From an optimization exercise on the open Yosys and OpenROAD flow, aimed at small area; shortcuts taken in it are not production practice.
The RTL was checked by simulation tests, not by an equivalence proof against the original design.
No activity file was given, so power comes from the tool's default toggle rates.

**config.mk**
```make
export PLATFORM = sky130hd
export DESIGN_NAME = midi_note_slot_allocator
export DESIGN_NICKNAME = midi_note_slot_allocator
export VERILOG_FILES = /design/flow/design.v
export SDC_FILE = /design/flow/constraint.sdc
export NUM_CORES = 4
export LEC_CHECK = 0
export CAP_MARGIN = 20
export CORE_MARGIN = 2
export CORE_UTILIZATION = 60
export CTS_BUF_LIST = sky130_fd_sc_hd__clkbuf_2 sky130_fd_sc_hd__clkbuf_4
export SLEW_MARGIN = 20
```
**constraint.sdc**
```tcl
create_clock -name core_clock -period 10.0 [get_ports {clk}]
set_input_delay 2.0000 -clock core_clock [delete_from_list [all_inputs] [get_ports {clk}]]
set_output_delay 2.0000 -clock core_clock [all_outputs]
set_load 0.01 [all_outputs]
```
**design.v**
```verilog
package nsa_pkg;
    localparam int REC_W = 19;
    localparam logic [1:0] REQ_PLAY = 2'd0;
    localparam logic [1:0] REQ_STOP = 2'd1;
    localparam logic [1:0] REQ_CC   = 2'd2;
    localparam logic [1:0] REQ_ALL  = 2'd3;
    localparam logic [1:0] OC_SENT       = 2'd0;
    localparam logic [1:0] OC_PORT_OFF   = 2'd1;
    localparam logic [1:0] OC_FULL       = 2'd2;
    localparam logic [1:0] OC_NOT_ACTIVE = 2'd3;
endpackage
module nsa_ram (
    input  logic                      clk,
    input  logic [16*nsa_pkg::REC_W-1:0] head_in,
    output logic [16*nsa_pkg::REC_W-1:0] head_out
);
    localparam int W = nsa_pkg::REC_W;
    logic [W-1:0] ring [16][4];
    for (genvar r = 0; r < 16; r++)
    begin : g_ring
        always_ff @(posedge clk)
        begin
            ring[r][0] <= head_in[r*W +: W];
            ring[r][1] <= ring[r][0];
            ring[r][2] <= ring[r][1];
            ring[r][3] <= ring[r][2];
        end
        assign head_out[r*W +: W] = ring[r][3];
    end
endmodule
module nsa_ctrl #(
    parameter int H = 0
) (
    input  logic [1:0]                 phase,
    input  logic                       init,
    input  logic [nsa_pkg::REC_W-1:0]  rec_in,
    output logic [nsa_pkg::REC_W-1:0]  rec_out,
    input  logic                       dec_on,
    input  logic [5:0]                 dec_thr,
    output logic                       oldest_hit,
    output logic                       act,
    output logic [5:0]                 num,
    output logic [11:0]                info,
    input  logic                       wr_take,
    input  logic [5:0]                 take_num,
    input  logic [11:0]                take_info,
    input  logic                       wr_free,
    input  logic [5:0]                 free_num,
    input  logic [1:0]                 init_lo,
    input  logic                       init_carry
);
    logic [5:0] num_q;
    logic       dec;
    assign num_q = rec_in[18:13];
    assign act   = rec_in[12];
    assign info  = rec_in[11:0];
    assign dec = dec_on && act && (num_q > dec_thr);
    assign num = dec ? num_q - 1'b1 : num_q;
    assign oldest_hit = act && (num == 6'd0);
    always_comb
    begin
        rec_out = {num, act, info};
        if (init)
            rec_out = {init_carry ? 4'(H + 1) : 4'(H), init_lo, 1'b0, info};
        else if (wr_take)
            rec_out = {take_num, 1'b1, take_info};
        else if (wr_free)
            rec_out = {free_num, 1'b0, info};
    end
endmodule
module midi_note_slot_allocator (
    input  logic        clk,
    input  logic        rst_n,
    input  logic        s_tvalid,
    output logic        s_tready,
    input  logic [63:0] s_tdata,
    input  logic [1:0]  s_tuser,
    output logic        m_tvalid,
    input  logic        m_tready,
    output logic [63:0] m_tdata,
    output logic [0:0]  m_tuser,
    output logic        m_tlast,
    input  logic        cfg_we,
    input  logic [1:0]  cfg_wdata
);
    localparam int W = nsa_pkg::REC_W;
    logic       in_port;
    logic [3:0] in_chan;
    logic [6:0] in_key, in_ctl, in_val;
    logic [5:0] in_slot;
    assign in_port = s_tdata[0];
    assign in_chan = s_tdata[4:1];
    assign in_key  = s_tdata[11:5];
    assign in_ctl  = s_tdata[18:12];
    assign in_val  = s_tdata[25:19];
    assign in_slot = s_tdata[31:26];
    logic       init_q;      
    logic [1:0] phase;
    logic [6:0] nfree;       
    logic [5:0] front;       
    logic [2:0] dec_cnt;     
    logic [5:0] dec_thr_q;
    logic       sa_q;        
    logic [1:0] port_en;
    logic       ov;          
    logic        o_sv, o_cc, o_on;
    logic [3:0]  o_chan;
    logic [6:0]  o_d1, o_d2;
    logic        o_port;
    logic [31:0] o_time;
    logic [5:0]  o_handle;
    logic [1:0]  o_oc;
    logic        o_last;
    logic [16*W-1:0] head_in, head_out;
    logic [15:0]     oldest_hit, h_act;
    logic [5:0]      h_num  [16];
    logic [11:0]     h_info [16];
    logic [15:0]     wr_take, wr_free;
    logic [6:0] nused;
    logic       dec_on;
    logic [5:0] dec_thr;
    logic out_free, idle, req, is_play, is_stop, is_cc, is_all;
    logic pen, full, empty;
    logic s_here, s_act;
    logic [5:0] s_num;
    logic f_here, oldest_found;
    logic [5:0] f_link;
    logic [3:0] oldest_h, rd_h;
    logic [5:0] rel_num;
    logic rel_lower, rel_ok, sa_go, take, rel;
    logic accept, emit;
    assign nused    = 7'd64 - nfree;
    assign out_free = !ov || m_tready;
    assign idle     = !init_q && !sa_q;
    assign req      = idle && s_tvalid;
    assign is_play  = s_tuser == nsa_pkg::REQ_PLAY;
    assign is_stop  = s_tuser == nsa_pkg::REQ_STOP;
    assign is_cc    = s_tuser == nsa_pkg::REQ_CC;
    assign is_all   = s_tuser == nsa_pkg::REQ_ALL;
    assign pen      = port_en[in_port];
    assign full     = nfree == 7'd0;
    assign empty    = nfree[6];
    nsa_ram u_store (
        .clk      (clk),
        .head_in  (head_in),
        .head_out (head_out)
    );
    for (genvar h = 0; h < 16; h++)
    begin : g_head
        nsa_ctrl #(.H(h)) u_head (
            .phase      (phase),
            .init       (init_q),
            .rec_in     (head_out[h*W +: W]),
            .rec_out    (head_in[h*W +: W]),
            .dec_on     (dec_on),
            .dec_thr    (dec_thr),
            .oldest_hit (oldest_hit[h]),
            .act        (h_act[h]),
            .num        (h_num[h]),
            .info       (h_info[h]),
            .wr_take    (wr_take[h]),
            .take_num   (nused[5:0]),
            .take_info  ({in_chan, in_key, in_port}),
            .wr_free    (wr_free[h]),
            .free_num   (front),
            .init_lo    (phase + 1'b1),
            .init_carry (phase == 2'd3)
        );
    end
    always_comb
    begin
        oldest_h = '0;
        for (int h = 0; h < 16; h++)
            oldest_h = oldest_h | (oldest_hit[h] ? 4'(h) : 4'd0);
    end
    assign oldest_found = |oldest_hit;
    assign s_here = phase == in_slot[1:0];
    assign s_act  = h_act[in_slot[5:2]];
    assign s_num  = h_num[in_slot[5:2]];
    assign f_here = phase == front[1:0];
    assign f_link = h_num[front[5:2]];
    assign rd_h      = (sa_q || is_all) ? oldest_h : in_slot[5:2];
    assign rel_num   = (sa_q || is_all) ? 6'd0 : s_num;
    assign rel_lower = {1'b0, rel_num} != nused - 1'b1;
    assign rel_ok    = !rel_lower || dec_cnt == 3'd0;
    assign sa_go = (sa_q || (req && is_all && !empty)) && oldest_found
                   && rel_ok && out_free;
    always_comb
    begin
        accept = 1'b0;
        if (req && out_free)
        begin
            case (s_tuser)
                nsa_pkg::REQ_PLAY: accept = !pen || full || f_here;
                nsa_pkg::REQ_STOP: accept = s_here && (!s_act || rel_ok);
                nsa_pkg::REQ_CC:   accept = 1'b1;
                default:           accept = empty || sa_go;
            endcase
        end
    end
    assign s_tready = accept;
    assign emit     = accept || sa_go;
    assign take     = accept && is_play && pen && !full;
    assign rel      = sa_go || (accept && is_stop && s_act);
    assign dec_on  = dec_cnt != 3'd0;
    assign dec_thr = dec_thr_q;
    for (genvar h = 0; h < 16; h++)
    begin : g_wr
        assign wr_take[h] = take && (front[5:2] == 4'(h));
        assign wr_free[h] = rel && (rd_h == 4'(h));
    end
    always_ff @(posedge clk or negedge rst_n)
    begin
        if (!rst_n)
        begin
            init_q  <= 1'b1;
            phase   <= '0;
            nfree   <= 7'd64;
            front   <= '0;
            dec_cnt <= '0;
            sa_q    <= 1'b0;
            port_en <= '0;
            ov      <= 1'b0;
        end
        else
        begin
            phase <= phase + 1'b1;
            if (phase == 2'd3)
                init_q <= 1'b0;
            if (cfg_we)
                port_en <= cfg_wdata;
            if (take)
            begin
                nfree <= nfree - 1'b1;
                front <= f_link;
            end
            else if (rel)
            begin
                nfree <= nfree + 1'b1;
                front <= {rd_h, phase};
            end
            if (rel && rel_lower)
                dec_cnt <= 3'd4;
            else if (dec_cnt != 3'd0)
                dec_cnt <= dec_cnt - 1'b1;
            if (sa_go)
                sa_q <= nfree != 7'd63;
            if (emit)
                ov <= 1'b1;
            else if (m_tready)
                ov <= 1'b0;
        end
    end
    always_ff @(posedge clk)
    begin
        if (rel && rel_lower)
            dec_thr_q <= rel_num;
        if (accept)
            o_time <= s_tdata[63:32];
        if (emit)
        begin
            o_sv     <= 1'b0;
            o_cc     <= 1'b0;
            o_on     <= 1'b0;
            o_chan   <= '0;
            o_d1     <= '0;
            o_d2     <= '0;
            o_port   <= 1'b0;
            o_handle <= '0;
            o_oc     <= nsa_pkg::OC_SENT;
            o_last   <= 1'b1;
            if (rel)
            begin
                o_sv     <= 1'b1;
                o_chan   <= h_info[rd_h][11:8];
                o_d1     <= h_info[rd_h][7:1];
                o_port   <= h_info[rd_h][0];
                o_handle <= {rd_h, phase};
                o_last   <= !(sa_q || is_all) || (nfree == 7'd63);
            end
            else if (is_stop)
            begin
                o_handle <= in_slot;
                o_oc     <= nsa_pkg::OC_NOT_ACTIVE;
            end
            else if (is_all)
            begin
            end
            else if (!pen)
            begin
                o_oc <= nsa_pkg::OC_PORT_OFF;
            end
            else if (is_cc)
            begin
                o_sv   <= 1'b1;
                o_cc   <= 1'b1;
                o_on   <= 1'b1;
                o_chan <= in_chan;
                o_d1   <= in_ctl;
                o_d2   <= in_val;
                o_port <= in_port;
            end
            else if (full)
            begin
                o_oc <= nsa_pkg::OC_FULL;
            end
            else
            begin
                o_sv     <= 1'b1;
                o_on     <= 1'b1;
                o_chan   <= in_chan;
                o_d1     <= in_key;
                o_d2     <= in_val;
                o_port   <= in_port;
                o_handle <= front;
            end
        end
    end
    assign m_tvalid = ov;
    assign m_tdata  = {1'b0, o_oc, o_handle, o_time, o_port, o_d2, o_d1,
                       o_sv, 1'b0, o_cc, o_on, o_chan};
    assign m_tuser  = o_sv;
    assign m_tlast  = o_last;
endmodule
```
**run.sh**
```bash
#!/bin/bash
# synth_recipe.tcl (not shown) runs the flow's synth.tcl, then flattens the netlist and writes it again
# the make line also repeats each setting of config.mk as NAME=value (left out here)
make -C /OpenROAD-flow-scripts/flow DESIGN_CONFIG=/design/flow/config.mk WORK_HOME=/design/flow/orfs CLKGATE_MAP_FILE= SYNTH_SCRIPT=/design/flow/synth_recipe.tcl finish
```
==> results.toml, run 1 <==
[clocking]
post-cts-setup-buffers = 0
postCtsResizedCells = 0
max-clock-path-buffers = 4
clock-root-buffer = "sky130_fd_sc_hd__clkbuf_4"
tritoncts = "yes"
ctsHtreeMaxLevel = 5
worstSkewPairLatency_ns = 1.22
clock-sinks = 1308
clk_pin_slew_worst_paths_ns = 0.09
numCtsBuffers = 316
holdBufCountCts = 0

[critical_path]
buffers_plus_inverters_on_the_worst_setup_path = 3
worst-setup-path-type = "reg -> out"
critPathCaptureType = "primary output"
crit_path_start_kind = "register"
cp_top_family = "compound AO/OA/AOI/OAI gates"
most_frequent_cell_on_the_critical_path = "sky130_fd_sc_hd__o22ai_1"
cp_arrival_ns = 7.65
critical_path.max_fanout = 15
crit_path_cell_trace = "inv_1 > ha_1 > ha_2 > inv_2 > o211ai_1 > a31oi_2 > nand4b_1 > xor2_1 > o22ai_1 > or4_1 > o31ai_1 > xnor2_1 > o2111a_2 > nor2_1 > o22ai_1 > and2_1 > clkdlybuf4s50_1"
crit_slowest_cell = "sky130_fd_sc_hd__xor2_1"
critPathRequiredTime_ns = 8.00
critical-path-max-stage-delay_ns = 0.88

[synth]
synth.ff_latch_count = 1308
synthArstFlopShare = 0.01758
synth.lib_cells_used.distinct = 111
syn_inst = 3736
yosysSeqAreaShare = 0.6264
ys.flop_type = "sky130_fd_sc_hd__dfxtp_1"
number_of_flops_mapped_to_enable_cells_by_yosys = 69
netlist_top_cells_area = "sky130_fd_sc_hd__dfxtp_1 56%, sky130_fd_sc_hd__edfxtp_1 4.8%, sky130_fd_sc_hd__nand2_1 4.4%, sky130_fd_sc_hd__ha_1 3.5%, sky130_fd_sc_hd__mux2_2 3.1%"
netlist.top_cell.by_area = "sky130_fd_sc_hd__dfxtp_1"
top_area_cell_type_share_of_the_netlist_area = 0.5649
postSynthAreaPerCell_um2 = 11.53
synth-warning-count = 21
netlist_area_um2 = 43090

[flow_run]
maxCapViolCount = 0

[final_layout]
mostFrequentLayoutCell = "sky130_fd_sc_hd__dfxtp_1"
drive_above_1_share = 0.1924
nets = 4345
final_cell_mix = "1216 x sky130_fd_sc_hd__dfxtp_1, 503 x sky130_fd_sc_hd__nand2_1, 472 x sky130_fd_sc_hd__clkbuf_4"
multi_input_comb_area_um2 = 15260
area.sequential_um2 = 26990
nFillCells = 4478
layout-area-overhead-vs-synth_pct = 15.80
fin_area_um2 = 49900

[route]
top_layer_reached_by_signal_wires = "met5"
vias = 35890
initialDrtViolationCount = 5450
drt-wirelength-per-cell_um = 34.01
met1_length_um = 60850
drtAntennaViolNets = 0
detailroute.wirelength.met2_um = 77300
post-route-drc-count = 0
met3_wirelength_um = 23490
detail_route.vias_per_cell = 6.740
drt-pass1-iter-count = 9
routed_wl_um = 181000

[floorplan]
dieArea_um2 = 73980
number_of_ports_placed_on_the_die_boundary = 141
die-height_um = 272.0
initial_core_util = 0.6049
die_w_um = 272.0
rows = 98
core_region_area_um2 = 71240

[sta]
timing.final.crit_share = 0.9653
setup_total_negative_slack_ns = 0
worst_margin_pin_slew_ns = 1.288
worst_clock_skew_ns = 0.1800
setup-violations-final = 0
fin_hold_ws_ns = 0.2277
timing.final.ws_setup_ns = 0.3473
final_max_slew_viol_count = 0
slew-limit-headroom = 0.1354
timing_hold_violations_final = 0
period_minus_slack_ns = 9.653
maxClockFrequency_mhz = 103.6
grt_setup_unrepaired = "false"

[global_route]
grt_pass1_wl_um = 254600
antenna_found_initial = 19
grt_start_max_net_pins = 46
groute.usage.overall = 0.4825
global_route.overflow_total = 0
first_global_vias = 36320

[place]
numPortBuffers = 138
gp_congestion = 1.047
placed_cell_area_um2 = 45960
dp_worst_setup_slack_ns = 1.228
post-dp-hpwl_um = 115400

[worst_hold_path]
hold_path_class = "reg -> reg"

[power]
vdd_ir_drop_max_v = 0.0002670
power.density_cell_area_nw_per_um2 = 249.4
cell_leakage_power_uw = 0.02114

[outcome]
result_of_the_run = "no timing/DRC/antenna violations"
-- worst reg2reg max path, cell delays in order, from the launching register on --
cell and delay, ns:
sky130_fd_sc_hd__dfrtp_1 0.36, sky130_fd_sc_hd__inv_1 0.06, sky130_fd_sc_hd__ha_1 0.21, sky130_fd_sc_hd__ha_2 0.39, sky130_fd_sc_hd__inv_2 0.44, sky130_fd_sc_hd__o211ai_1 0.46
sky130_fd_sc_hd__a31oi_2 0.66, sky130_fd_sc_hd__nand4b_1 0.20, sky130_fd_sc_hd__xor2_1 0.88, sky130_fd_sc_hd__o22ai_1 0.29, sky130_fd_sc_hd__or4_1 0.61, sky130_fd_sc_hd__o31ai_1 0.46
sky130_fd_sc_hd__xnor2_1 0.17, sky130_fd_sc_hd__o2111a_2 0.20, sky130_fd_sc_hd__buf_4 0.30, sky130_fd_sc_hd__o21ai_4 0.92, sky130_fd_sc_hd__nor2_1 0.44, sky130_fd_sc_hd__a221oi_1 0.50
-- cells in the mapped netlist, drive strengths merged (16+ instances only) --
library cell and instances:
dfxtp 1216, nand2 505, nor2 168, clkbuf 122, ha 122, mux2 120
mux2i 103, a21oi 101, o21ai 92, nand3 88, inv 78, xnor2 73
edfxtp 69, nor3 47, nand4 46, o221ai 42, buf 39, o211ai 36
and2 35, nor2b 34, xor2 32, and3 30, a22oi 29, a31oi 29
a221oi 27, o22ai 24, nand2b 23, a22o 22, dfrtp 21, o2111ai 19
a21o 18, nor3b 18, a2111oi 17, a31o 17, nor4 17, o21bai 17
a311oi 16, o31ai 16
-- layer usage --
metal  vias up  global-route usage
met4        14              0.4247
met2      3387              0.7160
met1     16970              0.5467
li1      14300                   -
met3      1209              0.1798
met5         -                   0
-- cell type report --
type	count	share of cell area
Clock buffer	472	0.07101
Tap cell	950	0.02382
Sequential cell	1308	0.5410
Multi-Input combinational cell	2189	0.3059
Inverter	79	0.005943
Clock inverter	58	0.006444
Timing Repair Buffer	255	0.04528
Antenna cell	13	0.0006519
-- power breakdown --
| group | total (µW) | leakage [µW] | switching (µW) | internal [µW] |
|---|---|---|---|---|
| combinational | 2030 | 0.00796 | 1460 | 569 |
| sequential | 6000 | 0.0109 | 319 | 5680 |
| clock | 4420 | 0.00232 | 2200 | 2220 |
-- metrics by stage --
stage	std cells	utilization	total power (µW)
final	5324	0.7004	12450
after global routing	5315	0.7001	12680
after detailed placement	4781	0.6451	7902
after global placement	4781	0.6451	7848
after floorplan	3737	-	6922
after CTS	5311	0.6993	12230
-- worst paths after layout --
check,from,end,slack (ns),cells past startpoint
max in group asynchronous,rst_n,front[3]$_DFFE_PN0P_,8.34,2
min in group asynchronous,rst_n,port_en[1]$_DFFE_PN0P_,1.24,2
worst min-delay path,u_store.ring[48][9]$_DFF_P_,u_store.ring[49][9]$_DFF_P_,0.23,0
worst max register to register,dec_cnt[0]$_DFFE_PN0P_,u_store.ring[48][17]$_SDFF_PP1_,2.27,17
worst max-delay path,dec_cnt[0]$_DFFE_PN0P_,s_tready,0.35,17
worst min register to register,u_store.ring[48][9]$_DFF_P_,u_store.ring[49][9]$_DFF_P_,0.23,0
-- logic make-up (layout without fill, tap and decap cells) --
logic type      after synthesis  in the layout  synth area share
compound gates              639            639            0.1153
xor+xnor                    105            105           0.02134
fa+ha+maj                   123            123           0.03589
buf+inv                     240            864           0.02291
flops                      1308           1308            0.6264
mux                         228            228           0.05790
other cells                   1             15        0.00008703
simple gates               1092           1092            0.1202
-- state kept, by name (all words and copies together), names as in the netlist, 6 cells and up --
signal        count
u_store.ring   1216
o_time           32
nfree             7
o_d1              7
o_d2              7
dec_thr_q         6
front             6
o_handle          6
==> inputs of run 2 (changes only) <==
--- a/config.mk
+++ b/config.mk
@@ -9,4 +9,3 @@
 export CORE_MARGIN = 2
-export CORE_UTILIZATION = 60
-export CTS_BUF_LIST = sky130_fd_sc_hd__clkbuf_2 sky130_fd_sc_hd__clkbuf_4
+export CORE_UTILIZATION = 40
 export SLEW_MARGIN = 20
==> run 2 against run 1 <==
Core utilization down 22 points; total power up 2.2%; maximum frequency up 10%; critical endpoint unchanged; register-to-register slack better by 0.41 ns; via count down 14%; cell area up 2.2%; clock power up 8.8%; worst hold slack better by 0.080 ns; synthesized cell count unchanged.
==> results.toml, run 2 <==
[sta]
maxClockFrequency_mhz = 114.2
setup-violations-final = 0
timing.final.ws_setup_ns = 1.243
fin_hold_ws_ns = 0.3079
worst_clock_skew_ns = 0.05270
final_max_slew_viol_count = 0
period_minus_slack_ns = 8.757
worst_margin_pin_slew_ns = 1.194
timing_hold_violations_final = 0
slew-limit-headroom = 0.1986
setup_total_negative_slack_ns = 0
timing.final.crit_share = 0.8757
grt_setup_unrepaired = "false"

[final_layout]
drive_above_1_share = 0.1387
final_cell_mix = "1216 x sky130_fd_sc_hd__dfxtp_1, 503 x sky130_fd_sc_hd__nand2_1, 162 x sky130_fd_sc_hd__nor2_1"
nets = 4168
mostFrequentLayoutCell = "sky130_fd_sc_hd__dfxtp_1"
largest_reg_flops = 1216
layout-area-overhead-vs-synth_pct = 18.30
final_cell_count_no_fill = 5478
final_core_util = 0.4768
most_flops_register = "u_store.ring"
largest_registers = "u_store.ring x1216, o_time x32"

[flow_run]
maxCapViolCount = 0

[route]
detail_route.vias_per_cell = 5.614
drt-wirelength-per-cell_um = 28.67
routed_wl_um = 157100
drtAntennaViolNets = 0
initialDrtViolationCount = 3255
drt-pass1-iter-count = 5
post-route-drc-count = 0
vias = 30750

[critical_path]
crit_path_start_kind = "register"
critPathRequiredTime_ns = 8.00
r2r_setup_slack_ns = 2.68
critical_path.max_fanout = 12
cp_arrival_ns = 6.76
critPathLaunch = "dec_thr_q[2]$_DFFE_PP_"
worst-setup-path-type = "reg -> out"
critPathCaptureType = "primary output"
crit-reg2reg-launch = "dec_thr_q[2]$_DFFE_PP_"

[place]
numPortBuffers = 138
dp_worst_setup_slack_ns = 1.445
post-dp-hpwl_um = 112000
gp_congestion = 1.011
dpl.cell_count = 5253

[clocking]
ctsHtreeMaxLevel = 3
post-cts-setup-buffers = 0
clock-root-buffer = "sky130_fd_sc_hd__clkbuf_16"
worstSkewPairLatency_ns = 0.74
clock-sinks = 1308
holdBufCountCts = 0
max-clock-path-buffers = 3
tritoncts = "yes"
postCtsResizedCells = 0
numCtsBuffers = 120
clk_pin_slew_worst_paths_ns = 0.07

[global_route]
grt_pass1_wl_um = 220900
groute.usage.overall = 0.2783
global_route.overflow_total = 0
antenna_found_initial = 4
grt_start_max_net_pins = 45
first_global_vias = 29480

[synth]
synth.area.mux_share = 0.05790
netlist_top_cells_area = "sky130_fd_sc_hd__dfxtp_1 56%, sky130_fd_sc_hd__edfxtp_1 4.8%, sky130_fd_sc_hd__nand2_1 4.4%, sky130_fd_sc_hd__ha_1 3.5%, sky130_fd_sc_hd__mux2_2 3.1%"
synth.lib_cells_used.distinct = 111
ys.flop_type = "sky130_fd_sc_hd__dfxtp_1"
top_area_cell_type_share_of_the_netlist_area = 0.5649
synth_top_family_by_area = "simple AND/OR/NAND/NOR gates"
synth-warning-count = 21
synth.ff_latch_count = 1308
synth_most_common_cell = "sky130_fd_sc_hd__dfxtp_1"
synth_commonest_cells = "1216 x sky130_fd_sc_hd__dfxtp_1, 504 x sky130_fd_sc_hd__nand2_1, 168 x sky130_fd_sc_hd__nor2_1"
yosysSeqAreaShare = 0.6264
synth-simple-area-share = 0.1202
synth_fa_ha_area_frac = 0.03589
synthArstFlopShare = 0.01758
synth_compound_area_frac = 0.1153
synth_xor_area_frac = 0.02134
number_of_flops_mapped_to_enable_cells_by_yosys = 69
netlist.top_cell.by_area = "sky130_fd_sc_hd__dfxtp_1"
postSynthAreaPerCell_um2 = 11.53
syn_inst = 3736
netlist_area_um2 = 43090

[floorplan]
initial_core_util = 0.4031
die-height_um = 332.2
number_of_ports_placed_on_the_die_boundary = 141
die_w_um = 332.2
core_region_area_um2 = 106900
rows = 120
dieArea_um2 = 110400

[outcome]
result_of_the_run = "no timing/DRC/antenna violations"

[power]
power.internal_uw = 9022
power.density_cell_area_nw_per_um2 = 249.4
share_seq_of_total_power = 0.465
clkPwrFrac = 0.378
power.switching_fraction = 0.2904
power.switching_uw = 3692
cell_leakage_power_uw = 0.02097
power.share.combinational = 0.157
vdd_ir_drop_max_v = 0.0001795

[worst_hold_path]
hold_path_class = "reg -> reg"
min-delay-start = "u_store.ring[26][3]$_DFF_P_"
run 2: cell counts after synthesis:
No cell type changed its count.
run 2: cell families after synthesis:
group / count (synthesis)
fa+ha+maj: 123
simple gates: 1092
mux: 228
flops: 1308
buf+inv: 240
xor+xnor: 105
compound gates: 639
other cells: 1
run 2: cell type report:
| class | instances | area (µm²) |
|---|---|---|
| inverters | 79 | 296.5 |
| well taps | 1403 | 1755 |
| clock inverters | 53 | 700.7 |
| flip-flops and latches | 1308 | 26990 |
| diodes | 2 | 5.005 |
| multi-input cells | 2189 | 15240 |
| clock buffers | 170 | 3581 |
| repair buffers | 274 | 2402 |
| fillers | 9704 | 55930 |
run 2: path summary, 6_finish.rpt:
check                      depth (start not counted)                      endpoint
max                                               16                      s_tready
min                                                0   u_store.ring[27][3]$_DFF_P_
max reg2reg                                       18  u_store.ring[48][15]$_DFF_P_
min reg2reg                                        0   u_store.ring[27][3]$_DFF_P_
max in group asynchronous                          2            init_q$_DFFE_PN1P_
min in group asynchronous                          2          nfree[0]$_DFFE_PN0P_
run 2: critical path: stages, from the launching register on:
cell and delay, ns:
sky130_fd_sc_hd__edfxtp_1 0.36, sky130_fd_sc_hd__inv_1 0.61, sky130_fd_sc_hd__ha_1 0.36, sky130_fd_sc_hd__nand4_1 0.11, sky130_fd_sc_hd__o211ai_1 0.26, sky130_fd_sc_hd__a31oi_2 0.61, sky130_fd_sc_hd__nand2_1 0.17, sky130_fd_sc_hd__xnor2_1 0.85
sky130_fd_sc_hd__o221ai_1 0.19, sky130_fd_sc_hd__a2111oi_0 0.63, sky130_fd_sc_hd__a221oi_1 0.31, sky130_fd_sc_hd__mux2_2 0.33, sky130_fd_sc_hd__o2111a_2 0.25, sky130_fd_sc_hd__nor2_1 0.06, sky130_fd_sc_hd__o22ai_1 0.13, sky130_fd_sc_hd__and2_1 0.25
sky130_fd_sc_hd__clkdlybuf4s50_1 0.58
run 2: power by group through the flow:
stage / combinational [µW] / sequential [µW] / clock, µW
finish: 1990 / 5910 / 4810
global route: 2050 / 5940 / 5090
CTS: 1920 / 5900 / 4870
detailed placement: 1910 / 6020 / 0
global placement: 1920 / 6010 / 0
floorplan: 992 / 5930 / 0
run 2: stage by stage:
step           cell area (µm²)  total power [µW]
3_3_place_gp             46680              7932
3_5_place_dp             46690              7928
2_1_floorplan            43090              6922
5_1_grt                  50970             13080
6_report                 50970             12710
4_1_cts                  50970             12700
run 2: per-layer routing:
layer | track usage | up-vias | wire (µm) | part of all wire
met3 | 0.05780 | 371 | 13360 | 0.085
met1 | 0.3741 | 15100 | 66550 | 0.42
li1 | - | 13760 | - | -
met5 | 0 | - | 26 | 0.00017
met4 | 0.1310 | 4 | 8328 | 0.053
met2 | 0.4284 | 1515 | 68820 | 0.44
==> inputs of run 3 (changes only) <==
--- a/design.v
+++ b/design.v
@@ -30,7 +30,3 @@
 endmodule
-module nsa_ctrl #(
-    parameter int H = 0
-) (
-    input  logic [1:0]                 phase,
-    input  logic                       init,
+module nsa_ctrl (
     input  logic [nsa_pkg::REC_W-1:0]  rec_in,
@@ -40,15 +36,13 @@
     output logic                       oldest_hit,
-    output logic                       act,
-    output logic [5:0]                 num,
-    output logic [11:0]                info,
-    input  logic                       wr_take,
-    input  logic [5:0]                 take_num,
-    input  logic [11:0]                take_info,
-    input  logic                       wr_free,
-    input  logic [5:0]                 free_num,
-    input  logic [1:0]                 init_lo,
-    input  logic                       init_carry
+    output logic [nsa_pkg::REC_W-1:0]  rec_rd,
+    input  logic                       wr,
+    input  logic [5:0]                 wr_num,
+    input  logic                       wr_act,
+    input  logic                       wr_info,
+    input  logic [11:0]                info_in
 );
-    logic [5:0] num_q;
-    logic       dec;
+    logic [5:0]  num_q, num;
+    logic        act;
+    logic [11:0] info;
+    logic        dec;
     assign num_q = rec_in[18:13];
@@ -59,12 +53,5 @@
     assign oldest_hit = act && (num == 6'd0);
-    always_comb
-    begin
-        rec_out = {num, act, info};
-        if (init)
-            rec_out = {init_carry ? 4'(H + 1) : 4'(H), init_lo, 1'b0, info};
-        else if (wr_take)
-            rec_out = {take_num, 1'b1, take_info};
-        else if (wr_free)
-            rec_out = {free_num, 1'b0, info};
-    end
+    assign rec_rd     = {num, act, info};
+    assign rec_out = {wr ? wr_num : num, wr ? wr_act : act,
+                      wr_info ? info_in : info};
 endmodule
@@ -114,16 +101,15 @@
     logic [16*W-1:0] head_in, head_out;
-    logic [15:0]     oldest_hit, h_act;
-    logic [5:0]      h_num  [16];
-    logic [11:0]     h_info [16];
-    logic [15:0]     wr_take, wr_free;
+    logic [W-1:0]    h_rec [16];
+    logic [15:0]     oldest_hit;
+    logic [15:0]     h_wr, h_wr_info;
+    logic [5:0]      wr_num;
     logic [6:0] nused;
-    logic       dec_on;
-    logic [5:0] dec_thr;
-    logic out_free, idle, req, is_play, is_stop, is_cc, is_all;
+    logic out_free, idle, req, is_play, is_stop, is_cc, is_all, sa_mode;
     logic pen, full, empty;
-    logic s_here, s_act;
-    logic [5:0] s_num;
-    logic f_here, oldest_found;
-    logic [5:0] f_link;
     logic [3:0] oldest_h, rd_h;
+    logic [W-1:0] rec;
+    logic rd_here, rd_act;
+    logic [5:0] rd_num, rel_slot;
+    logic [11:0] rd_info;
+    logic oldest_found;
     logic [5:0] rel_num;
@@ -139,2 +125,3 @@
     assign is_all   = s_tuser == nsa_pkg::REQ_ALL;
+    assign sa_mode  = sa_q || is_all;
     assign pen      = port_en[in_port];
@@ -149,20 +136,14 @@
     begin : g_head
-        nsa_ctrl #(.H(h)) u_head (
-            .phase      (phase),
-            .init       (init_q),
+        nsa_ctrl u_head (
             .rec_in     (head_out[h*W +: W]),
             .rec_out    (head_in[h*W +: W]),
-            .dec_on     (dec_on),
-            .dec_thr    (dec_thr),
+            .dec_on     (dec_cnt != 3'd0),
+            .dec_thr    (dec_thr_q),
             .oldest_hit (oldest_hit[h]),
-            .act        (h_act[h]),
-            .num        (h_num[h]),
-            .info       (h_info[h]),
-            .wr_take    (wr_take[h]),
-            .take_num   (nused[5:0]),
-            .take_info  ({in_chan, in_key, in_port}),
-            .wr_free    (wr_free[h]),
-            .free_num   (front),
-            .init_lo    (phase + 1'b1),
-            .init_carry (phase == 2'd3)
+            .rec_rd     (h_rec[h]),
+            .wr         (h_wr[h]),
+            .wr_num     (wr_num),
+            .wr_act     (take),
+            .wr_info    (h_wr_info[h]),
+            .info_in    ({in_chan, in_key, in_port})
         );
@@ -176,9 +157,18 @@
     assign oldest_found = |oldest_hit;
-    assign s_here = phase == in_slot[1:0];
-    assign s_act  = h_act[in_slot[5:2]];
-    assign s_num  = h_num[in_slot[5:2]];
-    assign f_here = phase == front[1:0];
-    assign f_link = h_num[front[5:2]];
-    assign rd_h      = (sa_q || is_all) ? oldest_h : in_slot[5:2];
-    assign rel_num   = (sa_q || is_all) ? 6'd0 : s_num;
+    always_comb
+    begin
+        if (sa_mode)
+            rd_h = oldest_h;
+        else if (is_play)
+            rd_h = front[5:2];
+        else
+            rd_h = in_slot[5:2];
+    end
+    assign rec      = h_rec[rd_h];
+    assign rd_num   = rec[18:13];
+    assign rd_act   = rec[12];
+    assign rd_info  = rec[11:0];
+    assign rd_here  = phase == (is_play ? front[1:0] : in_slot[1:0]);
+    assign rel_slot = {rd_h, phase};
+    assign rel_num   = sa_mode ? 6'd0 : rd_num;
     assign rel_lower = {1'b0, rel_num} != nused - 1'b1;
@@ -193,4 +183,4 @@
             case (s_tuser)
-                nsa_pkg::REQ_PLAY: accept = !pen || full || f_here;
-                nsa_pkg::REQ_STOP: accept = s_here && (!s_act || rel_ok);
+                nsa_pkg::REQ_PLAY: accept = !pen || full || rd_here;
+                nsa_pkg::REQ_STOP: accept = rd_here && (!rd_act || rel_ok);
                 nsa_pkg::REQ_CC:   accept = 1'b1;
@@ -203,9 +193,16 @@
     assign take     = accept && is_play && pen && !full;
-    assign rel      = sa_go || (accept && is_stop && s_act);
-    assign dec_on  = dec_cnt != 3'd0;
-    assign dec_thr = dec_thr_q;
+    assign rel      = sa_go || (accept && is_stop && rd_act);
+    always_comb
+    begin
+        if (init_q)
+            wr_num = 6'd1;
+        else if (take)
+            wr_num = nused[5:0];
+        else
+            wr_num = front - rel_slot;
+    end
     for (genvar h = 0; h < 16; h++)
     begin : g_wr
-        assign wr_take[h] = take && (front[5:2] == 4'(h));
-        assign wr_free[h] = rel && (rd_h == 4'(h));
+        assign h_wr_info[h] = take && (front[5:2] == 4'(h));
+        assign h_wr[h]      = init_q || h_wr_info[h] || (rel && (rd_h == 4'(h)));
     end
@@ -234,3 +231,3 @@
                 nfree <= nfree - 1'b1;
-                front <= f_link;
+                front <= front + rd_num;
             end
@@ -239,3 +236,3 @@
                 nfree <= nfree + 1'b1;
-                front <= {rd_h, phase};
+                front <= rel_slot;
             end
@@ -274,7 +271,7 @@
                 o_sv     <= 1'b1;
-                o_chan   <= h_info[rd_h][11:8];
-                o_d1     <= h_info[rd_h][7:1];
-                o_port   <= h_info[rd_h][0];
-                o_handle <= {rd_h, phase};
-                o_last   <= !(sa_q || is_all) || (nfree == 7'd63);
+                o_chan   <= rd_info[11:8];
+                o_d1     <= rd_info[7:1];
+                o_port   <= rd_info[0];
+                o_handle <= rel_slot;
+                o_last   <= !sa_mode || (nfree == 7'd63);
             end
--- a/config.mk
+++ b/config.mk
@@ -9,3 +9,4 @@
 export CORE_MARGIN = 2
-export CORE_UTILIZATION = 40
+export CORE_UTILIZATION = 60
+export CTS_BUF_LIST = sky130_fd_sc_hd__clkbuf_2 sky130_fd_sc_hd__clkbuf_4
 export SLEW_MARGIN = 20
==> run 3 against run 2 <==
Still clean; critical path depth grew 6; setup slack lost 1.1 ns; sequential power grew 7.6%; area after synthesis shrank 4.2%; register-to-register slack lost 0.04 ns; cell area shrank 5.9%; clock skew grew 0.096 ns; total power grew 11%; worst hold slack lost 0.10 ns; routed wire length shrank 23%; first-iteration DRC count shrank 28%; largest cell class unchanged; synthesized cell count shrank 8.4%.
==> results.toml, run 3 <==
[outcome]
result_of_the_run = "no timing/DRC/antenna violations"

[route]
vias = 28290
detail_route.vias_per_cell = 5.727
drt-pass1-iter-count = 8
initialDrtViolationCount = 2344
routed_wl_um = 120800
post-route-drc-count = 0
drtAntennaViolNets = 0
drt-wirelength-per-cell_um = 24.45

[global_route]
groute.layer.met2.usage = 0.5400
grt_pass1_wl_um = 177700
groute.usage.overall = 0.3412
grt-busiest-layer = "met2"
gr-usage-met1 = 0.4335
grt_start_max_net_pins = 49
global_route.overflow_total = 0
antenna_found_initial = 9
grt_use_met3 = 0.07384
first_global_vias = 28720

[synth]
synth-warning-count = 4
synth_most_common_cell = "sky130_fd_sc_hd__dfxtp_1"
number_of_flops_mapped_to_enable_cells_by_yosys = 69
synth.lib_cells_used.distinct = 105
ys.flop_type = "sky130_fd_sc_hd__dfxtp_1"
synth.ff_latch_count = 1308
top_area_cell_type_share_of_the_netlist_area = 0.5900
syn_inst = 3424
synth_commonest_cells = "1216 x sky130_fd_sc_hd__dfxtp_1, 450 x sky130_fd_sc_hd__nand2_1, 184 x sky130_fd_sc_hd__nor2_1"
netlist_area_um2 = 41260
synthArstFlopShare = 0.01758
yosysSeqAreaShare = 0.6542
netlist_top_cells_area = "sky130_fd_sc_hd__dfxtp_1 59%, sky130_fd_sc_hd__edfxtp_1 5.0%, sky130_fd_sc_hd__nand2_1 4.1%, sky130_fd_sc_hd__ha_1 4.0%, sky130_fd_sc_hd__mux2_2 4.0%"
postSynthAreaPerCell_um2 = 12.05
netlist.top_cell.by_area = "sky130_fd_sc_hd__dfxtp_1"

[clocking]
clock-root-buffer = "sky130_fd_sc_hd__clkbuf_4"
clk_pin_slew_worst_paths_ns = 0.07
ctsHtreeMaxLevel = 5
tritoncts = "yes"
worstSkewPairLatency_ns = 1.18
clock-sinks = 1308
numCtsBuffers = 322
max-clock-path-buffers = 4

[power]
vdd_ir_drop_max_v = 0.0003210
power.density_cell_area_nw_per_um2 = 295.5
clkPwrFrac = 0.297
power.internal_uw = 9379
share_seq_of_total_power = 0.449
cell_leakage_power_uw = 0.02072
power.share.combinational = 0.254
power.switching_fraction = 0.3383
power.switching_uw = 4795

[final_layout]
final_cell_count_no_fill = 4940
layout-area-overhead-vs-synth_pct = 16.24
drive_above_1_share = 0.2027
final_cell_mix = "1216 x sky130_fd_sc_hd__dfxtp_1, 452 x sky130_fd_sc_hd__clkbuf_4, 450 x sky130_fd_sc_hd__nand2_1"
largest_reg_flops = 1216
nets = 4057
mostFrequentLayoutCell = "sky130_fd_sc_hd__dfxtp_1"
most_flops_register = "u_store.ring"
largest_registers = "u_store.ring x1216, o_time x32"

[floorplan]
die_w_um = 266.2
dieArea_um2 = 70880
core_region_area_um2 = 68350
die-height_um = 266.2
rows = 96
initial_core_util = 0.6037
number_of_ports_placed_on_the_die_boundary = 141

[sta]
timing_hold_violations_final = 0
final_max_slew_viol_count = 0
maxClockFrequency_mhz = 101.9
worst_margin_pin_slew_ns = 1.169
fin_hold_ws_ns = 0.2047
timing.final.ws_setup_ns = 0.1829
setup-violations-final = 0
worst_clock_skew_ns = 0.1484
timing.final.crit_share = 0.9817
period_minus_slack_ns = 9.817
slew-limit-headroom = 0.2196

[critical_path]
critical_path.max_fanout = 24
crit-reg2reg-launch = "dec_thr_q[1]$_DFFE_PP_"
crit_path_start_kind = "register"
cp_arrival_ns = 7.82
critPathRequiredTime_ns = 8.00
worst-setup-path-type = "reg -> out"
critPathLaunch = "dec_thr_q[1]$_DFFE_PP_"
critPathCaptureType = "primary output"

[flow_run]
maxCapViolCount = 0

[place]
dp_worst_setup_slack_ns = 0.4363
numPortBuffers = 138
gp_congestion = 0.9670
dpl.cell_count = 4401
post-dp-hpwl_um = 82090

[worst_hold_path]
hold_path_class = "reg -> reg"
min-delay-start = "u_store.ring[36][12]$_DFF_P_"
run 3: cell families after synthesis:
family	synth area share
DFF	0.6542
buffers and inverters	0.02353
and+or+nand+nor	0.1023
muxes	0.06574
xor gates and xnor gates	0.02462
adders and majority gates	0.04148
AOI/OAI and AO/OA	0.08809
other	0.00009088
run 3: final cells by class:
cell class	count	area, µm²
Multi-Input combinational cell	1890	13480
Tap cell	882	1104
Sequential cell	1308	26990
Timing Repair Buffer	235	2158
Clock buffer	452	3393
Antenna cell	7	17.52
Clock inverter	74	462.9
Inverter	92	357.8
Fill cell	4908	20380
run 3: worst max-delay path, cell delays in order, from the launching register on:
cell                              delay [ns]
sky130_fd_sc_hd__edfxtp_1               0.36
sky130_fd_sc_hd__inv_1                  0.48
sky130_fd_sc_hd__buf_4                  0.33
sky130_fd_sc_hd__ha_1                   0.26
sky130_fd_sc_hd__nor2b_1                0.13
sky130_fd_sc_hd__o21bai_1               0.20
sky130_fd_sc_hd__a31oi_4                0.19
sky130_fd_sc_hd__and4_1                 0.22
sky130_fd_sc_hd__o31a_1                 0.39
sky130_fd_sc_hd__or4_4                  0.62
sky130_fd_sc_hd__o21a_1                 0.27
sky130_fd_sc_hd__buf_4                  0.23
sky130_fd_sc_hd__clkinv_4               0.22
sky130_fd_sc_hd__mux2_2                 0.36
sky130_fd_sc_hd__nand3_1                0.11
sky130_fd_sc_hd__nand4_1                0.15
sky130_fd_sc_hd__o31a_1                 0.28
sky130_fd_sc_hd__and4_1                 0.22
sky130_fd_sc_hd__or4_4                  0.53
sky130_fd_sc_hd__and3_1                 0.23
sky130_fd_sc_hd__o31a_1                 0.10
sky130_fd_sc_hd__o21a_1                 0.29
sky130_fd_sc_hd__clkdlybuf4s50_1        0.53
run 3: what timing repair did:
| action | in CTS | in global routing |
|---|---|---|
| hold buffers | 0 | 0 |
| setup buffers | 3 | 2 |
| hold endpoints to repair | 0 | 0 |
| gates resized for setup | 7 | 7 |
| setup endpoints to repair | 1 | 1 |
run 3: path summary, 6_finish.rpt:
kind | endpoint | slack [ns] | cells past startpoint
hold / removal | u_store.ring[37][12]$_DFF_P_ | 0.20 | 0
max in group asynchronous | init_q$_DFFE_PN1N_ | 8.35 | 2
setup / recovery | s_tready | 0.18 | 22
setup reg to reg | dec_thr_q[4]$_DFFE_PP_ | 2.64 | 22
hold reg to reg | u_store.ring[37][12]$_DFF_P_ | 0.20 | 0
min in group asynchronous | port_en[1]$_DFFE_PN0P_ | 1.29 | 2
run 3: metal layers:
| layer | wire (µm) | part of all wire |
|---|---|---|
| met4 | 6680 | 0.055 |
| met1 | 49640 | 0.41 |
| met5 | 88 | 0.00073 |
| met2 | 55520 | 0.46 |
| met3 | 8861 | 0.073 |
run 3: power groups by stage:
stage / combinational, µW / clock [µW] / sequential (µW)
after CTS: 3510 / 4280 / 6360
final: 3600 / 4210 / 6360
after global placement: 3420 / 0 / 6430
after detailed placement: 3470 / 0 / 6460
after floorplan: 2050 / 0 / 6310
after global routing: 3770 / 4560 / 6420
run 3: metrics by stage:
stage	cell area, µm²	total power, µW	setup TNS (ns)	util
floorplan	41270	8359	0	-
global placement	43930	9854	0	0.6427
detailed placement	43930	9933	0	0.6427
CTS	47860	14140	0	0.7002
global route	47960	14760	-0.01485	0.7017
finish	47960	14170	0	0.7018
==> inputs of run 4 (changes only) <==
--- a/config.mk
+++ b/config.mk
@@ -9,4 +9,5 @@
 export CORE_MARGIN = 2
-export CORE_UTILIZATION = 60
-export CTS_BUF_LIST = sky130_fd_sc_hd__clkbuf_2 sky130_fd_sc_hd__clkbuf_4
+export CORE_UTILIZATION = 55
+export CTS_CLUSTER_DIAMETER = 80
+export CTS_CLUSTER_SIZE = 20
 export SLEW_MARGIN = 20
==> run 4 against run 3 <==
Clock-buffer cell count fell by 356; combinational power barely moved; flip-flop and latch count did not move; maximum frequency rose by 1.8%; highest routed layer unchanged; area after synthesis did not move.
==> results.toml, run 4 <==
[place]
gp_congestion = 0.9386
post-dp-hpwl_um = 85850
numPortBuffers = 138

[synth]
number_of_flops_mapped_to_enable_cells_by_yosys = 69
netlist_top_cells_area = "sky130_fd_sc_hd__dfxtp_1 59%, sky130_fd_sc_hd__edfxtp_1 5.0%, sky130_fd_sc_hd__nand2_1 4.1%, sky130_fd_sc_hd__ha_1 4.0%, sky130_fd_sc_hd__mux2_2 4.0%"
top_area_cell_type_share_of_the_netlist_area = 0.5900
synth_most_common_cell = "sky130_fd_sc_hd__dfxtp_1"
synth_top_family_by_area = "simple AND/OR/NAND/NOR gates"
synth-warning-count = 4
postSynthAreaPerCell_um2 = 12.05
ys.flop_type = "sky130_fd_sc_hd__dfxtp_1"
synth_commonest_cells = "1216 x sky130_fd_sc_hd__dfxtp_1, 450 x sky130_fd_sc_hd__nand2_1, 184 x sky130_fd_sc_hd__nor2_1"
yosysSeqAreaShare = 0.6542
synth.lib_cells_used.distinct = 105
synth_xor_area_frac = 0.02462
syn_inst = 3424
synth.ff_latch_count = 1308
synthArstFlopShare = 0.01758
netlist.top_cell.by_area = "sky130_fd_sc_hd__dfxtp_1"
synth_compound_area_frac = 0.08809
synth_fa_ha_area_frac = 0.04148
synth.area.mux_share = 0.06574
netlist_area_um2 = 41260
synth-simple-area-share = 0.1022

[critical_path]
worst-setup-path-type = "reg -> out"
cp_arrival_ns = 7.64
critPathRequiredTime_ns = 8.00
crit-reg2reg-launch = "dec_thr_q[4]$_DFFE_PP_"
critical_path.max_fanout = 11
timing.reg2reg.worst_path_depth = 22
r2r_setup_slack_ns = 2.20
rr_endpoint = "nfree[4]$_DFFE_PN0P_"
critPathCaptureType = "primary output"
crit_path_start_kind = "register"

[global_route]
grt_pass1_wl_um = 175600
antenna_found_initial = 5
first_global_vias = 26190
groute.usage.overall = 0.3104
global_route.overflow_total = 0
grt_start_max_net_pins = 50

[route]
routed_wl_um = 121200
detail_route.vias_per_cell = 5.716
drt-pass1-iter-count = 8
vias = 26320
drtAntennaViolNets = 0
post-route-drc-count = 0
drt-wirelength-per-cell_um = 26.32
initialDrtViolationCount = 2159

[flow_run]
maxCapViolCount = 0

[outcome]
result_of_the_run = "no timing/DRC/antenna violations"

[sta]
final_max_slew_viol_count = 0
worst_margin_pin_slew_ns = 1.148
maxClockFrequency_mhz = 103.7
timing.final.crit_share = 0.9644
worst_clock_skew_ns = 0.04418
fin_hold_ws_ns = 0.3013
setup_total_negative_slack_ns = 0
grt_setup_unrepaired = "false"
setup-violations-final = 0
period_minus_slack_ns = 9.644
timing_hold_violations_final = 0
slew-limit-headroom = 0.2336

[floorplan]
rows = 100
number_of_ports_placed_on_the_die_boundary = 141
dieArea_um2 = 77230
die-height_um = 277.9
core_region_area_um2 = 74320
initial_core_util = 0.5552
die_w_um = 277.9

[clocking]
tritoncts = "yes"
ctsHtreeMaxLevel = 3
numCtsBuffers = 77
clock-root-buffer = "sky130_fd_sc_hd__clkbuf_16"
clk_pin_slew_worst_paths_ns = 0.08
clock-sinks = 1308
holdBufCountCts = 0
postCtsResizedCells = 0
worstSkewPairLatency_ns = 0.66
max-clock-path-buffers = 3
post-cts-setup-buffers = 0

[power]
cell_leakage_power_uw = 0.01948
power.total_uw = 13150
power.density_cell_area_nw_per_um2 = 283.4
vdd_ir_drop_max_v = 0.0001744

[final_layout]
final_cell_mix = "1216 x sky130_fd_sc_hd__dfxtp_1, 450 x sky130_fd_sc_hd__nand2_1, 176 x sky130_fd_sc_hd__nor2_1"
drive_above_1_share = 0.1166
mostFrequentLayoutCell = "sky130_fd_sc_hd__dfxtp_1"
layout-area-overhead-vs-synth_pct = 12.41
largest_reg_flops = 1216
most_flops_register = "u_store.ring"
nets = 3813
area.sequential_um2 = 26990
nFillCells = 5792
antennaDiodeCount = 0
largest_registers = "u_store.ring x1216, o_time x32"
multi_input_comb_area_um2 = 13410

[worst_hold_path]
worstHoldEndpoint = "u_store.ring[29][13]$_DFF_P_"
min-delay-start = "u_store.ring[28][13]$_DFF_P_"
hold_path_class = "reg -> reg"
worst_hold_path.num_cells = 0
[run 4: cell counts after synthesis]
No cell type changed its count.
[run 4: kinds of logic (layout without fill, tap and decap cells)]
| logic type | after synthesis | after routing |
|---|---|---|
| compound gates | 463 | 463 |
| xor+xnor | 116 | 116 |
| fa+ha+maj | 135 | 135 |
| buf+inv | 227 | 437 |
| flops | 1308 | 1308 |
| mux | 246 | 246 |
| other cells | 1 | 2 |
| simple gates | 928 | 928 |
[run 4: per-layer routing]
| layer | track usage | wire, µm |
|---|---|---|
| met3 | 0.04616 | 6678 |
| met4 | 0.1279 | 5405 |
| met2 | 0.5133 | 57020 |
| met1 | 0.4087 | 51990 |
| met5 | 0 | 65 |
[run 4: layout make-up]
type                       count  area share
tap                          969     0.02614
clock buffer                  96     0.04330
timing repair buffer         236     0.04645
multi-input combinational   1890      0.2892
clock inverter                13    0.005368
sequential                  1308      0.5820
inverter                      92    0.007553
[run 4: worst max-delay path: stages (launching register included)]
cell,delay (ns)
sky130_fd_sc_hd__edfxtp_1,0.36
sky130_fd_sc_hd__inv_1,0.56
sky130_fd_sc_hd__buf_4,0.36
sky130_fd_sc_hd__ha_1,0.28
sky130_fd_sc_hd__and4_1,0.20
sky130_fd_sc_hd__a311o_1,0.36
sky130_fd_sc_hd__a31oi_2,0.32
sky130_fd_sc_hd__mux2i_1,0.25
sky130_fd_sc_hd__o21ai_1,0.16
sky130_fd_sc_hd__or4_4,0.54
sky130_fd_sc_hd__o21a_1,0.24
sky130_fd_sc_hd__buf_4,0.20
sky130_fd_sc_hd__nor2_1,0.48
sky130_fd_sc_hd__a2bb2oi_1,0.16
sky130_fd_sc_hd__o22ai_1,0.44
sky130_fd_sc_hd__o211a_1,0.27
sky130_fd_sc_hd__nor4b_1,0.37
sky130_fd_sc_hd__or4_4,0.22
sky130_fd_sc_hd__and3_1,0.18
sky130_fd_sc_hd__o31a_1,0.14
sky130_fd_sc_hd__o21a_1,0.28
sky130_fd_sc_hd__clkdlybuf4s50_1,0.61
[run 4: worst max path at each step]
stage,endpoint,slack [ns],depth (start not counted),start
after global routing,s_tready,0.11,21,dec_thr_q[4]$_DFFE_PP_
after global placement,s_tready,0.64,18,s_tuser[1]
after CTS,s_tready,0.41,23,dec_thr_q[4]$_DFFE_PP_
after detailed placement,s_tready,0.63,17,s_tuser[1]
final,s_tready,0.36,21,dec_thr_q[4]$_DFFE_PP_
after floorplan,s_tready,1.57,20,s_tuser[0]
[run 4: power breakdown]
group          internal [µW]  switching [µW]  total [µW]
logic                   1210            2400        3610
registers               5960             406        6370
clock network           1460            1710        3170
[run 4: through the flow]
stage	util	setup WS, ns	instances	cell area [µm²]
2_1_floorplan	-	1.570	3425	41270
3_3_place_gp	0.5934	0.6443	4494	44100
3_5_place_dp	0.5937	0.6350	4495	44120
4_1_cts	0.6241	0.4117	4604	46380
5_1_grt	0.6241	0.1114	4604	46380
6_report	0.6241	0.3564	4604	46380
==> inputs of run 5 (changes only) <==
==> flow/run.sh (new file) <==
#!/bin/bash
# Layout flow: the standard flow (standard.sh, all steps), except that the
# buffers put on the input and output ports are the platform's smallest
# buffer, sky130_fd_sc_hd__buf_1, instead of the one buffer_ports picks.
set -euo pipefail

cfg="${FLOW_CONFIG:-config.mk}"
echo 'export BUFFER_PORTS_ARGS = -buffer_cell sky130_fd_sc_hd__buf_1' >> "$cfg"
if [ "$cfg" != "config.mk" ] && [ -f config.mk ] && ! grep -q BUFFER_PORTS_ARGS config.mk; then
    echo 'export BUFFER_PORTS_ARGS = -buffer_cell sky130_fd_sc_hd__buf_1' >> config.mk
fi

# keep a copy of the script that runs the standard flow next to its log
cp standard.sh standard_sh_copy.log
bash standard.sh > standard.log 2>&1
==> standard.sh (new file) <==
#!/bin/bash
# synth_recipe.tcl (not shown) runs the flow's synth.tcl, then flattens the netlist and writes it again
# the make line also repeats each setting of config.mk as NAME=value (left out here)
make -C /OpenROAD-flow-scripts/flow DESIGN_CONFIG=/design/flow/config.mk WORK_HOME=/design/flow/orfs CLKGATE_MAP_FILE= SYNTH_SCRIPT=/design/flow/synth_recipe.tcl "${@:-finish}"
--- a/config.mk
+++ b/config.mk
@@ -13 +13,2 @@
 export SLEW_MARGIN = 20
+export BUFFER_PORTS_ARGS = -buffer_cell sky130_fd_sc_hd__buf_1
removed: run.sh
==> run 5 against run 4 <==
Still clean on timing, DRC and antenna; die area unchanged; routed wire length is 0.45% higher; global-route usage increased by 0.16 points; largest power group unchanged.
==> results.toml, run 5 <==
[outcome]
result_of_the_run = "no timing/DRC/antenna violations"

[clocking]
holdBufCountCts = 0
numCtsBuffers = 78
worstSkewPairLatency_ns = 0.68
post-cts-setup-buffers = 0
clock-sinks = 1308
ctsHtreeMaxLevel = 3
max-clock-path-buffers = 3
tritoncts = "yes"
clock-root-buffer = "sky130_fd_sc_hd__clkbuf_16"
clk_pin_slew_worst_paths_ns = 0.08
postCtsResizedCells = 0

[synth]
netlist_area_um2 = 41260
synth-warning-count = 4
synthArstFlopShare = 0.01758
syn_inst = 3424
postSynthAreaPerCell_um2 = 12.05
synth_most_common_cell = "sky130_fd_sc_hd__dfxtp_1"
synth.lib_cells_used.distinct = 105
ys.flop_type = "sky130_fd_sc_hd__dfxtp_1"
number_of_flops_mapped_to_enable_cells_by_yosys = 69
synth.ff_latch_count = 1308
netlist_top_cells_area = "sky130_fd_sc_hd__dfxtp_1 59%, sky130_fd_sc_hd__edfxtp_1 5.0%, sky130_fd_sc_hd__nand2_1 4.1%, sky130_fd_sc_hd__ha_1 4.0%, sky130_fd_sc_hd__mux2_2 4.0%"
top_area_cell_type_share_of_the_netlist_area = 0.5900
netlist.top_cell.by_area = "sky130_fd_sc_hd__dfxtp_1"
yosysSeqAreaShare = 0.6542
synth_commonest_cells = "1216 x sky130_fd_sc_hd__dfxtp_1, 450 x sky130_fd_sc_hd__nand2_1, 184 x sky130_fd_sc_hd__nor2_1"

[power]
vdd_ir_drop_max_v = 0.0002755
power.total_uw = 13080
power.density_cell_area_nw_per_um2 = 287.9
cell_leakage_power_uw = 0.01905

[critical_path]
critPathCaptureType = "primary output"
cp_arrival_ns = 7.37
worst-setup-path-type = "reg -> out"
crit_path_start_kind = "register"
timing.reg2reg.worst_path_depth = 20
critPathRequiredTime_ns = 8.00
critical_path.max_fanout = 23

[place]
numPortBuffers = 138
gp_congestion = 0.9221
post-dp-hpwl_um = 84870
dpl.cell_count = 4482

[final_layout]
nFillCells = 6008
layout-area-overhead-vs-synth_pct = 10.11
largest_registers = "u_store.ring x1216, o_time x32"
drive_above_1_share = 0.1143
nets = 3801
mostFrequentLayoutCell = "sky130_fd_sc_hd__dfxtp_1"
area.sequential_um2 = 26990
largest_reg_flops = 1216
final_cell_count_no_fill = 4592
multi_input_comb_area_um2 = 13420
most_flops_register = "u_store.ring"
final_cell_mix = "1216 x sky130_fd_sc_hd__dfxtp_1, 450 x sky130_fd_sc_hd__nand2_1, 175 x sky130_fd_sc_hd__nor2_1"

[route]
routed_wl_um = 121700
drt-wirelength-per-cell_um = 26.50
post-route-drc-count = 0
initialDrtViolationCount = 2046
drtAntennaViolNets = 0
detail_route.vias_per_cell = 5.741
drt-pass1-iter-count = 7
vias = 26360

[sta]
timing.final.crit_share = 0.9370
maxClockFrequency_mhz = 106.7
final_max_slew_viol_count = 0
period_minus_slack_ns = 9.370
setup-violations-final = 0
setup_total_negative_slack_ns = 0
grt_setup_unrepaired = "false"
slew-limit-headroom = 0.2024
worst_margin_pin_slew_ns = 1.195
worst_clock_skew_ns = 0.06572
timing_hold_violations_final = 0

[floorplan]
initial_core_util = 0.5552
number_of_ports_placed_on_the_die_boundary = 141
rows = 100
die_w_um = 277.9
dieArea_um2 = 77230
core_region_area_um2 = 74320
die-height_um = 277.9

[global_route]
first_global_vias = 26450
global_route.overflow_total = 0
groute.usage.overall = 0.3120
grt_pass1_wl_um = 176700
antenna_found_initial = 6
grt_start_max_net_pins = 70

[worst_hold_path]
hold_path_class = "reg -> reg"
worst_hold_path.num_cells = 0

[flow_run]
maxCapViolCount = 0
==> run 5: power breakdown <==
| group | internal (µW) | switching [µW] |
|---|---|---|
| sequential | 5960 | 404 |
| clock | 1470 | 1730 |
| combinational | 1080 | 2430 |
==> run 5: path summary, 6_finish.rpt <==
path,startpoint,end,slack [ns]
min reg2reg,u_store.ring[0][6]$_DFF_P_,u_store.ring[1][6]$_DFF_P_,0.31
max,dec_thr_q[3]$_DFFE_PP_,s_tready,0.63
min,u_store.ring[0][6]$_DFF_P_,u_store.ring[1][6]$_DFF_P_,0.31
max in group asynchronous,rst_n,dec_cnt[1]$_DFFE_PN0P_,8.11
max reg2reg,dec_thr_q[3]$_DFFE_PP_,o_handle[3]$_DFFE_PP_,2.18
min in group asynchronous,rst_n,port_en[1]$_DFFE_PN0P_,1.36
==> run 5: final cells by class <==
type	instances	area share
sequential	1308	0.5941
multi-input combinational	1890	0.2954
clock buffer	95	0.04436
tap	969	0.02668
timing repair buffer	223	0.02547
inverter	92	0.007711
clock inverter	14	0.006196
antenna	1	0.00005508
==> run 5: critical path, cell delays in order, from the launching register on <==
cell	delay, ns
sky130_fd_sc_hd__edfxtp_1	0.38
sky130_fd_sc_hd__inv_1	0.52
sky130_fd_sc_hd__ha_1	0.36
sky130_fd_sc_hd__and4_1	0.21
sky130_fd_sc_hd__a311o_1	0.40
sky130_fd_sc_hd__a31o_2	0.27
sky130_fd_sc_hd__a211o_1	0.32
sky130_fd_sc_hd__a21oi_1	0.42
sky130_fd_sc_hd__a21boi_2	0.50
sky130_fd_sc_hd__a31o_2	0.73
sky130_fd_sc_hd__nor2_1	0.29
sky130_fd_sc_hd__a2bb2oi_1	0.25
sky130_fd_sc_hd__o22ai_1	0.19
sky130_fd_sc_hd__o31a_1	0.33
sky130_fd_sc_hd__and4_1	0.23
sky130_fd_sc_hd__or4_4	0.53
sky130_fd_sc_hd__and3_1	0.21
sky130_fd_sc_hd__o31a_1	0.11
sky130_fd_sc_hd__o21a_1	0.30
sky130_fd_sc_hd__buf_1	0.17
==> run 5: per-layer routing <==
metal | GRT usage | up-vias | part of all wire
met1 | 0.4114 | 13020 | 0.43
met2 | 0.5111 | 947 | 0.47
met5 | 0 | - | 0.00041
met3 | 0.04279 | 279 | 0.054
met4 | 0.1437 | 8 | 0.048
li1 | - | 12110 | -
==> run 5: kinds of logic after synthesis <==
group                    after synthesis  share of synthesized area
multiplexers                         246                    0.06574
other                                  1                 0.00009088
buffers and inverters                227                    0.02353
adder cells (fa/ha/maj)              135                    0.04148
AND/OR/NAND/NOR                      928                     0.1023
XOR/XNOR                             116                    0.02462
flip-flops                          1308                     0.6542
AO/OA/AOI/OAI                        463                    0.08809
==> run 5: stage by stage <==
step	worst slack [ns]	hold WS (ns)	utilization	area (µm²)
floorplan	1.570	0.3096	-	41270
global placement	1.206	0.3095	0.5803	43130
detailed placement	1.176	0.3121	0.5804	43140
CTS	0.6466	0.3013	0.6113	45430
global route	0.2814	0.3083	0.6113	45430
finish	0.6299	0.3085	0.6113	45430
==> inputs of run 6 (changes only) <==
--- a/design.v
+++ b/design.v
@@ -174,3 +174,3 @@
     assign rel_lower = {1'b0, rel_num} != nused - 1'b1;
-    assign rel_ok    = !rel_lower || dec_cnt == 3'd0;
+    assign rel_ok    = dec_cnt == 3'd0;
     assign sa_go = (sa_q || (req && is_all && !empty)) && oldest_found
==> run 6 against run 5 <==
Clock-buffer cell count down 5; routed wire length down 9.3%; global-route usage down 2.4 points; sequential power up 4.7%; via count down 8.5%; synthesized cell count down 9.2%; non-clock buffer count down 27; sequential share of layout area up 1.3 points; final cell count down 8.0%; maximum frequency up 11%; critical path type unchanged.
==> results.toml, run 6 <==
[floorplan]
core_region_area_um2 = 72960
die-height_um = 275.7
rows = 99
number_of_ports_placed_on_the_die_boundary = 141
die_w_um = 275.7
initial_core_util = 0.5563
dieArea_um2 = 75990

[clocking]
worstSkewPairLatency_ns = 0.67
clock-root-buffer = "sky130_fd_sc_hd__clkbuf_16"
clock-sinks = 1308
postCtsResizedCells = 0
holdBufCountCts = 0
max-clock-path-buffers = 3
ctsHtreeMaxLevel = 3
post-cts-setup-buffers = 0
numCtsBuffers = 77
clk_pin_slew_worst_paths_ns = 0.08
tritoncts = "yes"

[global_route]
grt-busiest-layer = "met2"
first_global_vias = 24540
groute.layer.met2.usage = 0.4879
antenna_found_initial = 1
global_route.overflow_total = 0
grt_use_met3 = 0.04611
gr-usage-met1 = 0.3634
grt_pass1_wl_um = 160700
groute.usage.overall = 0.2884
grt_start_max_net_pins = 53

[power]
cell_leakage_power_uw = 0.01865
vdd_ir_drop_max_v = 0.0002908
power.total_uw = 16240
power.density_cell_area_nw_per_um2 = 365.1

[route]
drt-wirelength-per-cell_um = 26.13
drtAntennaViolNets = 0
detail_route.vias_per_cell = 5.710
routed_wl_um = 110400
vias = 24120
drt-pass1-iter-count = 6
initialDrtViolationCount = 1808
post-route-drc-count = 0

[place]
placed_cell_area_um2 = 42190
post-dp-hpwl_um = 74640
gp_congestion = 0.9539
numPortBuffers = 138

[flow_run]
maxCapViolCount = 0

[sta]
timing_hold_violations_final = 0
worst_margin_pin_slew_ns = 1.094
timing.final.crit_share = 0.8443
grt_setup_unrepaired = "false"
worst_clock_skew_ns = 0.03502
maxClockFrequency_mhz = 118.4
slew-limit-headroom = 0.2706
final_max_slew_viol_count = 0
setup-violations-final = 0
period_minus_slack_ns = 8.443
setup_total_negative_slack_ns = 0

[critical_path]
crit_slowest_cell = "sky130_fd_sc_hd__a211oi_1"
worst-setup-path-type = "reg -> out"
critical-path-max-stage-delay_ns = 0.74
cp_top_family = "compound AO/OA/AOI/OAI gates"
r2r_setup_slack_ns = 2.23
crit-reg2reg-launch = "dec_thr_q[3]$_DFFE_PP_"
total_stage_count_of_the_critical_path = 16
critPathLaunch = "dec_thr_q[3]$_DFFE_PP_"
cp_arrival_ns = 6.44
crit_path_cell_trace = "inv_1 > buf_4 > ha_1 > and4_1 > a311o_1 > a31oi_4 > a41oi_1 > a211oi_1 > a311oi_2 > a21oi_4 > buf_4 > nand2_1 > o221ai_1 > a31oi_4 > a21oi_4 > buf_1"
critPathRequiredTime_ns = 8.00
critPathCaptureType = "primary output"
timing.critical_path.to = "s_tready"
timing.reg2reg.worst_path_depth = 24
critical_path.max_fanout = 35
buffers_plus_inverters_on_the_worst_setup_path = 4
crit_path_start_kind = "register"
rr_endpoint = "front[5]$_DFFE_PN0P_"

[synth]
synth-warning-count = 4
synth_most_common_cell = "sky130_fd_sc_hd__dfxtp_1"
synth_commonest_cells = "1216 x sky130_fd_sc_hd__dfxtp_1, 212 x sky130_fd_sc_hd__mux2_2, 150 x sky130_fd_sc_hd__nand2_1"
syn_inst = 3108
top_area_cell_type_share_of_the_netlist_area = 0.5998
netlist_top_cells_area = "sky130_fd_sc_hd__dfxtp_1 60%, sky130_fd_sc_hd__mux2_2 5.9%, sky130_fd_sc_hd__edfxtp_1 5.1%, sky130_fd_sc_hd__ha_1 4.1%, sky130_fd_sc_hd__mux2i_1 3.1%"
ys.flop_type = "sky130_fd_sc_hd__dfxtp_1"
synth.ff_latch_count = 1308
netlist_area_um2 = 40590
netlist.top_cell.by_area = "sky130_fd_sc_hd__dfxtp_1"
yosysSeqAreaShare = 0.6650
synth.lib_cells_used.distinct = 101
number_of_flops_mapped_to_enable_cells_by_yosys = 69
synthArstFlopShare = 0.01758
postSynthAreaPerCell_um2 = 13.06

[final_layout]
nets = 3448
most_flops_register = "u_store.ring"
mostFrequentLayoutCell = "sky130_fd_sc_hd__dfxtp_1"
largest_reg_flops = 1216
largest_registers = "u_store.ring x1216, o_time x32"
drive_above_1_share = 0.1309
layout-area-overhead-vs-synth_pct = 9.593
fin_area_um2 = 44480
final_core_util = 0.6097
final_cell_mix = "1216 x sky130_fd_sc_hd__dfxtp_1, 212 x sky130_fd_sc_hd__mux2_2, 150 x sky130_fd_sc_hd__nand2_1"

[worst_hold_path]
hold_path_class = "reg -> reg"

[outcome]
result_of_the_run = "no timing/DRC/antenna violations"
## run 6: cell count changes after synthesis, sizes merged, moves of 10 or more
| cell | delta |
|---|---|
| mux2i | +53 |
| mux2 | +42 |
| nor2 | -93 |
| a31oi | -12 |
| nand2 | -297 |
| a22oi | -25 |
| a211oi | -10 |
| xor2 | +13 |
| a221oi | +23 |
| xnor2 | -10 |
| o311a | +12 |
| buf | +16 |
| a22o | +11 |
## run 6: worst min-delay path by stage
stage,startpoint,depth (start not counted),slack (ns),to
3_3_place_gp,u_store.ring[28][18]$_DFF_P_,0,0.31,u_store.ring[29][18]$_DFF_P_
2_1_floorplan,u_store.ring[9][0]$_DFF_P_,0,0.31,u_store.ring[10][0]$_DFF_P_
3_5_place_dp,u_store.ring[14][1]$_DFF_P_,0,0.31,u_store.ring[15][1]$_DFF_P_
6_report,u_store.ring[0][6]$_DFF_P_,0,0.31,u_store.ring[1][6]$_DFF_P_
5_1_grt,u_store.ring[57][13]$_DFF_P_,0,0.30,u_store.ring[58][13]$_DFF_P_
4_1_cts,u_store.ring[57][13]$_DFF_P_,0,0.30,u_store.ring[58][13]$_DFF_P_
## run 6: cells by family after synthesis
| logic type | synth area share |
|---|---|
| mux | 0.09091 |
| xor+xnor | 0.02586 |
| flops | 0.6650 |
| buf+inv | 0.02445 |
| simple gates | 0.06936 |
| other cells | 0.00009239 |
| fa+ha+maj | 0.04217 |
| compound gates | 0.08212 |
## run 6: area by class of cell
class,instances,area [µm²]
Antenna cell,3,7.507
Clock buffer,90,2017
Clock inverter,11,267.8
Fill cell,5782,28480
Inverter,90,337.8
Multi-Input combinational cell,1567,12700
Sequential cell,1308,26990
Tap cell,959,1200
Timing Repair Buffer,196,958.4
## run 6: metrics by stage
stage / hold slack (ns) / instances / worst slack [ns]
floorplan: 0.3096 / 3109 / 2.437
global placement: 0.3095 / 4119 / 2.014
detailed placement: 0.3121 / 4120 / 1.930
CTS: 0.3028 / 4221 / 1.644
global route: 0.3023 / 4221 / 1.379
finish: 0.3082 / 4224 / 1.557
## run 6: routing by layer
metal	wire [µm]	vias to the layer above
li1	-	11200
met1	46640	11970
met2	53350	692
met3	5203	251
met4	5195	0
met5	0	-
## run 6: where the power goes
group / internal, µW / leakage, µW / switching (µW)
clock: 1490 / 0.00110 / 1690
sequential: 6160 / 0.0108 / 515
combinational: 1900 / 0.00673 / 4480
total: 9550 / 0.0186 / 6690

Re-timed with assumed drivers on the ports (clkbuf_16 on the clock, buf_2 on other inputs), run 6 has 1.489 ns of setup slack against 1.557 ns with ideal ports, and 1.832 ns once port delays also move by the mid clock arrival of 0.722 ns.
